Background: an optimization exercise with open tools, aiming at small area, a short achievable clock period and few clock cycles per item. Do not read the settings as production practice. RTL that was checked went through simulation tests only; none was proved equivalent to the original. Power is estimated from default activity; no workload was simulated.

==> branch raven: inputs <==
==> flow/design.v (excerpt) <==
module cosine_similarity_threshold (
  input  logic                      clk,
  input  logic                      rst,
  input  logic                      in_valid,
  output logic                      in_ready,
  input  logic signed [ELEM_W-1:0]  in_a,
  input  logic signed [ELEM_W-1:0]  in_b,
  input  logic                      in_last,
  output logic                      out_valid,
  input  logic                      out_ready,
  output logic signed [SCORE_W-1:0] out_score,
  output logic                      out_is_match,
  output logic                      out_zero_norm,
  input  logic                      cfg_wr_en,
  input  logic signed [SCORE_W-1:0] cfg_wr_data
);
  logic signed [SCORE_W-1:0] match_threshold;
  logic               acc_full, acc_take, q_full, q_take, q_neg, q_zero;
  logic signed [41:0] acc_dot;
  logic        [40:0] acc_na, acc_nb, q_na, q_nb;
  logic        [41:0] q_d;
  always_ff @(posedge clk) begin
    if (rst) begin
      match_threshold <= '0;
    end else if (cfg_wr_en) begin
      match_threshold <= cfg_wr_data;
    end
  end
  cosim_front u_front (
    .clk      (clk),
    .rst      (rst),
    .in_valid (in_valid),
    .in_ready (in_ready),
    .in_a     (in_a),
    .in_b     (in_b),
    .in_last  (in_last),
    .dn_full  (q_full),
    .acc_take (acc_take),
    .acc_full (acc_full),
    .acc_dot  (acc_dot),
    .acc_na   (acc_na),
    .acc_nb   (acc_nb)
  );
  cosim_queue u_queue (
    .clk      (clk),
    .rst      (rst),
    .acc_full (acc_full),
    .acc_take (acc_take),
    .acc_dot  (acc_dot),
    .acc_na   (acc_na),
    .acc_nb   (acc_nb),
    .full     (q_full),
    .take     (q_take),
    .q_d      (q_d),
    .q_na     (q_na),
  ...
clock: 10.0 ns
lec_check: 0
cap_margin: 35
core_margin: 2
core_utilization: 40
cts_buf_list: sky130_fd_sc_hd__clkbuf_8
setup_slack_margin: 5
slew_margin: 35
run.sh (not shown) runs the stock make flow with config.mk's settings and CLKGATE_MAP_FILE= SYNTH_SCRIPT=/design/flow/synth_recipe.tcl, a recipe that flattens the netlist after the stock synthesis.
==> branch willow: changes against branch raven <==
--- a/flow/design.v
+++ b/flow/design.v
@@ -980,24 +980,26 @@
   output logic        [40:0] q_na,
   output logic        [40:0] q_nb,
   output logic               q_neg,
   output logic               q_zero
 );
   assign acc_take = acc_full && (!full || take);
+  logic [41:0] dot_neg;
+  cosim_add #(42) u_neg (.a(~acc_dot), .b('0), .ci(1'b1), .s(dot_neg), .co());
   always_ff @(posedge clk) begin
     if (rst) begin
       full <= 1'b0;
     end else if (acc_take) begin
       full <= 1'b1;
     end else if (take) begin
       full <= 1'b0;
     end
   end
   always_ff @(posedge clk) begin
     if (acc_take) begin
-      q_d    <= acc_dot ^ {42{acc_dot[41]}};
+      q_d    <= acc_dot[41] ? dot_neg : acc_dot;
       q_neg  <= acc_dot[41];
       q_zero <= (acc_na == '0) || (acc_nb == '0);
       q_na   <= acc_na;
       q_nb   <= acc_nb;
     end
   end
@@ -1067,13 +1069,13 @@
       if (m_xfer) mbusy <= 1'b0;
       if (mbusy && !mdone && mk == 4'd0) mdone <= 1'b1;
     end
   end
   always_ff @(posedge clk) begin
     if (q_take) begin
-      DA    <= {{q_d[40:0], 1'b1} & {42{q_neg}}, q_d};
+      DA    <= {42'b0, q_d};
       PA    <= {42'b0, q_nb};
       MD    <= q_d;
       MP    <= q_na;
       mneg  <= q_neg;
       mzero <= q_zero;
       mk    <= 4'd13;
@@ -1103,21 +1105,20 @@
       sdone <= mzero;
     end else begin
       if (out_load) sbusy <= 1'b0;
       if (sbusy && !sdone && (k == 4'd0 || (k == 4'd15 && fit))) sdone <= 1'b1;
     end
   end
-  logic        take_diff;
-  logic [99:0] r_keep;
-  logic [96:0] w_keep;
-  assign take_diff = fit && !m_xfer;
-  assign r_keep    = m_xfer ? {16'b0, DA} : {R[97:0], 2'b0};
-  assign w_keep    = m_xfer ? '0 : {W[95:0], 1'b0};
   always_ff @(posedge clk) begin
-    R <= take_diff ? {diff[97:0], 2'b0} : r_keep;
-    W <= take_diff ? w_add : w_keep;
+    if (m_xfer) begin
+      R <= {16'b0, DA};
+      W <= '0;
+    end else begin
+      R <= fit ? {diff[97:0], 2'b0} : {R[97:0], 2'b0};
+      W <= fit ? w_add : {W[95:0], 1'b0};
+    end
   end
   always_ff @(posedge clk) begin
     if (m_xfer) begin
       P     <= PA[81:0];
       sneg  <= mneg;
       szero <= mzero;
- CTS_BUF_LIST: sky130_fd_sc_hd__clkbuf_8 -> not set
==> branch harbor: changes against branch raven <==
--- a/flow/design.v
+++ b/flow/design.v
@@ -980,24 +980,26 @@
   output logic        [40:0] q_na,
   output logic        [40:0] q_nb,
   output logic               q_neg,
   output logic               q_zero
 );
   assign acc_take = acc_full && (!full || take);
+  logic [41:0] dot_neg;
+  cosim_add #(42) u_neg (.a(~acc_dot), .b('0), .ci(1'b1), .s(dot_neg), .co());
   always_ff @(posedge clk) begin
     if (rst) begin
       full <= 1'b0;
     end else if (acc_take) begin
       full <= 1'b1;
     end else if (take) begin
       full <= 1'b0;
     end
   end
   always_ff @(posedge clk) begin
     if (acc_take) begin
-      q_d    <= acc_dot ^ {42{acc_dot[41]}};
+      q_d    <= acc_dot[41] ? dot_neg : acc_dot;
       q_neg  <= acc_dot[41];
       q_zero <= (acc_na == '0) || (acc_nb == '0);
       q_na   <= acc_na;
       q_nb   <= acc_nb;
     end
   end
@@ -1017,124 +1019,95 @@
   output logic               res_valid,
   input  logic               res_ready,
   output logic signed [15:0] res_score,
   output logic               res_is_match,
   output logic               res_zero_norm
 );
-  logic        mbusy, mdone, mneg, mzero;
-  logic [3:0]  mk;
-  logic [83:0] DA;
-  logic [82:0] PA;
-  logic [41:0] MD;
-  logic [40:0] MP;
-  logic        sbusy, sdone, sneg, szero;
+  logic        busy, done, ph, neg, zero;
   logic [3:0]  k;
-  logic [99:0] R;
-  logic [96:0] W;
-  logic [81:0] P;
+  logic [99:0] A;
+  logic [96:0] B;
+  logic [82:0] PR;
   logic [15:0] m;
-  logic        out_load, s_free, m_xfer, m_free;
-  assign out_load = sbusy && sdone && !res_valid;
-  assign s_free   = !sbusy || out_load;
-  assign m_xfer   = mbusy && mdone && s_free;
-  assign m_free   = !mbusy || m_xfer;
-  assign q_take   = q_full && m_free;
+  logic        free, out_load;
+  assign out_load = busy && done && !res_valid;
+  assign free     = !busy || out_load;
+  assign q_take   = free && q_full;
   logic [44:0] sum_d, d_t0, d_t1, d_t2, d_x1, d_y1, d_x2, d_y2;
   logic [43:0] sum_p, p_t0, p_t1, p_t2, p_x1, p_y1, p_x2, p_y2;
-  assign d_t0 = {3'b0, MD}       & {45{DA[0]}};
-  assign d_t1 = {2'b0, MD, 1'b0} & {45{DA[1]}};
-  assign d_t2 = {1'b0, MD, 2'b0} & {45{DA[2]}};
-  assign d_x1 = {3'b0, DA[83:42]} ^ d_t0 ^ d_t1;
-  assign d_y1 = ({3'b0, DA[83:42]} & d_t0) | ({3'b0, DA[83:42]} & d_t1) | (d_t0 & d_t1);
+  assign d_t0 = {3'b0, B[41:0]}       & {45{A[0]}};
+  assign d_t1 = {2'b0, B[41:0], 1'b0} & {45{A[1]}};
+  assign d_t2 = {1'b0, B[41:0], 2'b0} & {45{A[2]}};
+  assign d_x1 = {3'b0, A[83:42]} ^ d_t0 ^ d_t1;
+  assign d_y1 = ({3'b0, A[83:42]} & d_t0) | ({3'b0, A[83:42]} & d_t1) | (d_t0 & d_t1);
   assign d_x2 = d_x1 ^ {d_y1[43:0], 1'b0} ^ d_t2;
   assign d_y2 = (d_x1 & {d_y1[43:0], 1'b0}) | (d_x1 & d_t2) | ({d_y1[43:0], 1'b0} & d_t2);
   cosim_add #(45) u_dadd (.a(d_x2), .b({d_y2[43:0], 1'b0}), .ci(1'b0), .s(sum_d), .co());
-  assign p_t0 = {3'b0, MP}       & {44{PA[0]}};
-  assign p_t1 = {2'b0, MP, 1'b0} & {44{PA[1]}};
-  assign p_t2 = {1'b0, MP, 2'b0} & {44{PA[2]}};
-  assign p_x1 = {3'b0, PA[82:42]} ^ p_t0 ^ p_t1;
-  assign p_y1 = ({3'b0, PA[82:42]} & p_t0) | ({3'b0, PA[82:42]} & p_t1) | (p_t0 & p_t1);
+  assign p_t0 = {3'b0, B[82:42]}       & {44{PR[0]}};
+  assign p_t1 = {2'b0, B[82:42], 1'b0} & {44{PR[1]}};
+  assign p_t2 = {1'b0, B[82:42], 2'b0} & {44{PR[2]}};
+  assign p_x1 = {3'b0, PR[82:42]} ^ p_t0 ^ p_t1;
+  assign p_y1 = ({3'b0, PR[82:42]} & p_t0) | ({3'b0, PR[82:42]} & p_t1) | (p_t0 & p_t1);
   assign p_x2 = p_x1 ^ {p_y1[42:0], 1'b0} ^ p_t2;
   assign p_y2 = (p_x1 & {p_y1[42:0], 1'b0}) | (p_x1 & p_t2) | ({p_y1[42:0], 1'b0} & p_t2);
   cosim_add #(44) u_padd (.a(p_x2), .b({p_y2[42:0], 1'b0}), .ci(1'b0), .s(sum_p), .co());
-  always_ff @(posedge clk) begin
-    if (rst) begin
-      mbusy <= 1'b0;
-      mdone <= 1'b0;
-    end else if (q_take) begin
-      mbusy <= 1'b1;
-      mdone <= q_zero;
-    end else begin
-      if (m_xfer) mbusy <= 1'b0;
-      if (mbusy && !mdone && mk == 4'd0) mdone <= 1'b1;
-    end
-  end
-  always_ff @(posedge clk) begin
-    if (q_take) begin
-      DA    <= {{q_d[40:0], 1'b1} & {42{q_neg}}, q_d};
-      PA    <= {42'b0, q_nb};
-      MD    <= q_d;
-      MP    <= q_na;
-      mneg  <= q_neg;
-      mzero <= q_zero;
-      mk    <= 4'd13;
-    end else if (mbusy && !mdone) begin
-      DA <= {sum_d, DA[41:3]};
-      PA <= {sum_p, PA[41:3]};
-      mk <= mk - 4'd1;
-    end
-  end
   logic [100:0] diff, s_r, s_w, s_p, s_x, s_y;
   logic         fit;
   logic [96:0]  w_add;
-  assign s_r  = {1'b0, R};
-  assign s_w  = ~{2'b0, W, 2'b0};
-  assign s_p  = ~{19'b0, P};
+  assign s_r  = {1'b0, A};
+  assign s_w  = ~{2'b0, B[96:0], 2'b0};
+  assign s_p  = ~{19'b0, PR[81:0]};
   assign s_x  = s_r ^ s_w ^ s_p;
   assign s_y  = (s_r & s_w) | (s_r & s_p) | (s_w & s_p);
   cosim_add #(101) u_sadd (.a(s_x), .b({s_y[99:0], 1'b1}), .ci(1'b1), .s(diff), .co());
   assign fit  = !diff[100];
-  cosim_add #(97) u_wadd (.a({W[95:0], 1'b0}), .b({15'b0, P}), .ci(1'b0), .s(w_add), .co());
+  cosim_add #(97) u_wadd (.a({B[95:0], 1'b0}), .b({15'b0, PR[81:0]}), .ci(1'b0), .s(w_add), .co());
   always_ff @(posedge clk) begin
     if (rst) begin
-      sbusy <= 1'b0;
-      sdone <= 1'b0;
-    end else if (m_xfer) begin
-      sbusy <= 1'b1;
-      sdone <= mzero;
+      busy <= 1'b0;
+      done <= 1'b0;
+    end else if (q_take) begin
+      busy <= 1'b1;
+      done <= q_zero;
     end else begin
-      if (out_load) sbusy <= 1'b0;
-      if (sbusy && !sdone && (k == 4'd0 || (k == 4'd15 && fit))) sdone <= 1'b1;
+      if (out_load) busy <= 1'b0;
+      if (busy && !done && ph && (k == 4'd0 || (k == 4'd15 && fit))) done <= 1'b1;
     end
   end
-  logic        take_diff;
-  logic [99:0] r_keep;
-  logic [96:0] w_keep;
-  assign take_diff = fit && !m_xfer;
-  assign r_keep    = m_xfer ? {16'b0, DA} : {R[97:0], 2'b0};
-  assign w_keep    = m_xfer ? '0 : {W[95:0], 1'b0};
-  always_ff @(posedge clk) begin
-    R <= take_diff ? {diff[97:0], 2'b0} : r_keep;
-    W <= take_diff ? w_add : w_keep;
-  end
-  always_ff @(posedge clk) begin
-    if (m_xfer) begin
-      P     <= PA[81:0];
-      sneg  <= mneg;
-      szero <= mzero;
-      m     <= '0;
-      k     <= 4'd15;
-    end else if (sbusy && !sdone) begin
-      m <= (k == 4'd15 && fit) ? 16'h8000 : {m[14:0], fit};
-      k <= k - 4'd1;
+  always_ff @(posedge clk) begin
+    if (q_take) begin
+      A    <= {58'b0, q_d};
+      B    <= {14'b0, q_na, q_d};
+      PR   <= {42'b0, q_nb};
+      neg  <= q_neg;
+      zero <= q_zero;
+      m    <= '0;
+      ph   <= 1'b0;
+      k    <= 4'd13;
+    end else if (busy && !done) begin
+      if (!ph) begin
+        A  <= {16'b0, sum_d, A[41:3]};
+        PR <= {sum_p, PR[41:3]};
+        k  <= k - 4'd1;
+        if (k == 4'd0) begin
+          ph <= 1'b1;
+          k  <= 4'd15;
+          B  <= '0;
+        end
+      end else begin
+        A <= fit ? {diff[97:0], 2'b0} : {A[97:0], 2'b0};
+        B <= fit ? w_add : {B[95:0], 1'b0};
+        m <= (k == 4'd15 && fit) ? 16'h8000 : {m[14:0], fit};
+        k <= k - 4'd1;
+      end
     end
   end
   logic signed [15:0] score;
   always_comb begin
-    if (szero)      score = '0;
-    else if (sneg)  score = -$signed(m);
+    if (zero)       score = '0;
+    else if (neg)   score = -$signed(m);
     else if (m[15]) score = 16'sh7fff;
     else            score = $signed(m);
   end
   always_ff @(posedge clk) begin
     if (rst) begin
       res_valid <= 1'b0;
@@ -1145,13 +1118,13 @@
     end
   end
   always_ff @(posedge clk) begin
     if (out_load) begin
       res_score     <= score;
       res_is_match  <= score >= thr;
-      res_zero_norm <= szero;
+      res_zero_norm <= zero;
     end
   end
 endmodule
 `timescale 1ns / 1ps
 import cosim_pkg::*;
 module cosine_similarity_threshold (
- CAP_MARGIN: 35 -> 20
- CORE_UTILIZATION: 40 -> 60
- CTS_BUF_LIST: sky130_fd_sc_hd__clkbuf_8 -> not set
- SLEW_MARGIN: 35 -> 20
==> branch pepper: changes against branch raven <==
--- a/flow/design.v
+++ b/flow/design.v
@@ -980,24 +980,26 @@
   output logic        [40:0] q_na,
   output logic        [40:0] q_nb,
   output logic               q_neg,
   output logic               q_zero
 );
   assign acc_take = acc_full && (!full || take);
+  logic [41:0] dot_neg;
+  cosim_add #(42) u_neg (.a(~acc_dot), .b('0), .ci(1'b1), .s(dot_neg), .co());
   always_ff @(posedge clk) begin
     if (rst) begin
       full <= 1'b0;
     end else if (acc_take) begin
       full <= 1'b1;
     end else if (take) begin
       full <= 1'b0;
     end
   end
   always_ff @(posedge clk) begin
     if (acc_take) begin
-      q_d    <= acc_dot ^ {42{acc_dot[41]}};
+      q_d    <= acc_dot[41] ? dot_neg : acc_dot;
       q_neg  <= acc_dot[41];
       q_zero <= (acc_na == '0) || (acc_nb == '0);
       q_na   <= acc_na;
       q_nb   <= acc_nb;
     end
   end
@@ -1067,13 +1069,13 @@
       if (m_xfer) mbusy <= 1'b0;
       if (mbusy && !mdone && mk == 4'd0) mdone <= 1'b1;
     end
   end
   always_ff @(posedge clk) begin
     if (q_take) begin
-      DA    <= {{q_d[40:0], 1'b1} & {42{q_neg}}, q_d};
+      DA    <= {42'b0, q_d};
       PA    <= {42'b0, q_nb};
       MD    <= q_d;
       MP    <= q_na;
       mneg  <= q_neg;
       mzero <= q_zero;
       mk    <= 4'd13;
@@ -1103,21 +1105,20 @@
       sdone <= mzero;
     end else begin
       if (out_load) sbusy <= 1'b0;
       if (sbusy && !sdone && (k == 4'd0 || (k == 4'd15 && fit))) sdone <= 1'b1;
     end
   end
-  logic        take_diff;
-  logic [99:0] r_keep;
-  logic [96:0] w_keep;
-  assign take_diff = fit && !m_xfer;
-  assign r_keep    = m_xfer ? {16'b0, DA} : {R[97:0], 2'b0};
-  assign w_keep    = m_xfer ? '0 : {W[95:0], 1'b0};
   always_ff @(posedge clk) begin
-    R <= take_diff ? {diff[97:0], 2'b0} : r_keep;
-    W <= take_diff ? w_add : w_keep;
+    if (m_xfer) begin
+      R <= {16'b0, DA};
+      W <= '0;
+    end else begin
+      R <= fit ? {diff[97:0], 2'b0} : {R[97:0], 2'b0};
+      W <= fit ? w_add : {W[95:0], 1'b0};
+    end
   end
   always_ff @(posedge clk) begin
     if (m_xfer) begin
       P     <= PA[81:0];
       sneg  <= mneg;
       szero <= mzero;
- CAP_MARGIN: 35 -> 20
- CTS_BUF_LIST: sky130_fd_sc_hd__clkbuf_8 -> not set
- SLEW_MARGIN: 35 -> 20
==> qor summary <==
                                                                             branch harbor                                    branch pepper            branch willow             branch raven
Status                                                             complete, no violations                       complete, but fails checks  complete, no violations  complete, no violations
Reasons for failing layout checks                                                        -  max-capacitance violations, max-slew violations                        -                        -
Area inside the core boundary                                                  112000 um^2                                      183000 um^2              183000 um^2              183000 um^2
Largest stage delay, worst path                                                     490 ps                                           520 ps                   560 ps                   540 ps
Length of routed met2 wiring                                                      87600 um                                         84300 um                 84800 um                 85100 um
Number of antenna violations at the first check in global routing                        0                                                7                        6                        4
Die ar.                                                                        115000 um^2                                      188000 um^2              188000 um^2              187000 um^2
Peak supply drop                                                                  0.172 mV                                         0.386 mV                 0.341 mV                 0.385 mV
Number of well-tap cells placed                                                       1500                                             2464                     2464                     2385
Total number of cells along the worst setup path                                        17                                               19                       19                       19
Height of the die                                                                   340 um                                           434 um                   434 um                   432 um
X dimension of the die                                                              340 um                                           434 um                   434 um                   432 um
1st-iter DRT viols                                                                    4412                                             3120                     3030                     3028
Actual transition at the worst max-transition pin                                  1210 ps                                          1620 ps                   938 ps                   950 ps
Post-synthesis compound-gate area fraction                                           12.2%                                            9.84%                    9.84%                    9.16%
Count of filler cells inserted in the layout                                          9396                                            17300                    17400                    17600
Area occupied by registers                                                      19400 um^2                                       25400 um^2               25400 um^2               25700 um^2
Effective utilization at floorplan                                                   60.3%                                            40.3%                    40.3%                    40.2%
Clock insertion delay at the later pin of the skew report                           720 ps                                           770 ps                   760 ps                   930 ps
Vias/cell                                                                             5.79                                             5.03                     5.01                     5.01
Gate Count Post-Synth                                                                 7372                                             7731                     7731                     7597
Post-DP HPWL                                                                     145000 um                                        133000 um                134000 um                129000 um
Highest-delay cell along the critical path                                        edfxtp_1                                             fa_1                     fa_1                     fa_1
Critical Path RT                                                                  10580 ps                                         10630 ps                 10620 ps                 10650 ps
Setup bufs post-CTS                                                                     17                                               10                       10                        6
Hold Startpoint                                                             u_front.b_s[0]                                     u_back.R[85]         u_queue.q_na[15]          u_queue.q_na[7]
Highest clock frequency the design can meet                                        199 MHz                                          198 MHz                  199 MHz                  208 MHz
Overall power consumption                                                         19400 uW                                         27000 uW                 26900 uW                 25600 uW
Testbench counts of branch raven, summed over its fixed seeds: cycles 35,645, vectors 1,200.
Testbench counts of branch willow, summed over its fixed seeds: cycles 35,645, vectors 1,200.
Testbench counts of branch pepper, summed over its fixed seeds: cycles 35,645, vectors 1,200.
For branch harbor, only the layout was checked, not whether the RTL still works.

-- re-timing with driven ports --
How much do the figures lean on ideal ports? The routed layouts below were timed once more, with nothing changed but the port constraints.
Step 1 (the two cells are an assumption about what drives the block):
set clk [get_ports {clk}]
set_driving_cell -lib_cell sky130_fd_sc_hd__clkbuf_16 $clk
set_driving_cell -lib_cell sky130_fd_sc_hd__buf_2 [delete_from_list [all_inputs] $clk]
Step 2 adds t to the input delays and takes it off the output delays; t is the mean of the earliest and latest rising clock arrival at the registers after step 1. Input paths then give back, and output paths get back, about the clock's delay inside the block.
Three values: ideal, step 1, step 2; two values: the first two.
run | t, ns | slack for setup (ns) | pins driven straight from the clock port
branch raven | 0.984 | 5.186 / 5.111 / 5.186 | 1
branch willow | 0.829 | 4.985 / 4.985 / 4.985 | 1
branch harbor | 0.782 | 4.964 / 4.964 / 4.964 | 1
branch pepper | 0.829 | 4.951 / 4.951 / 4.951 | 1
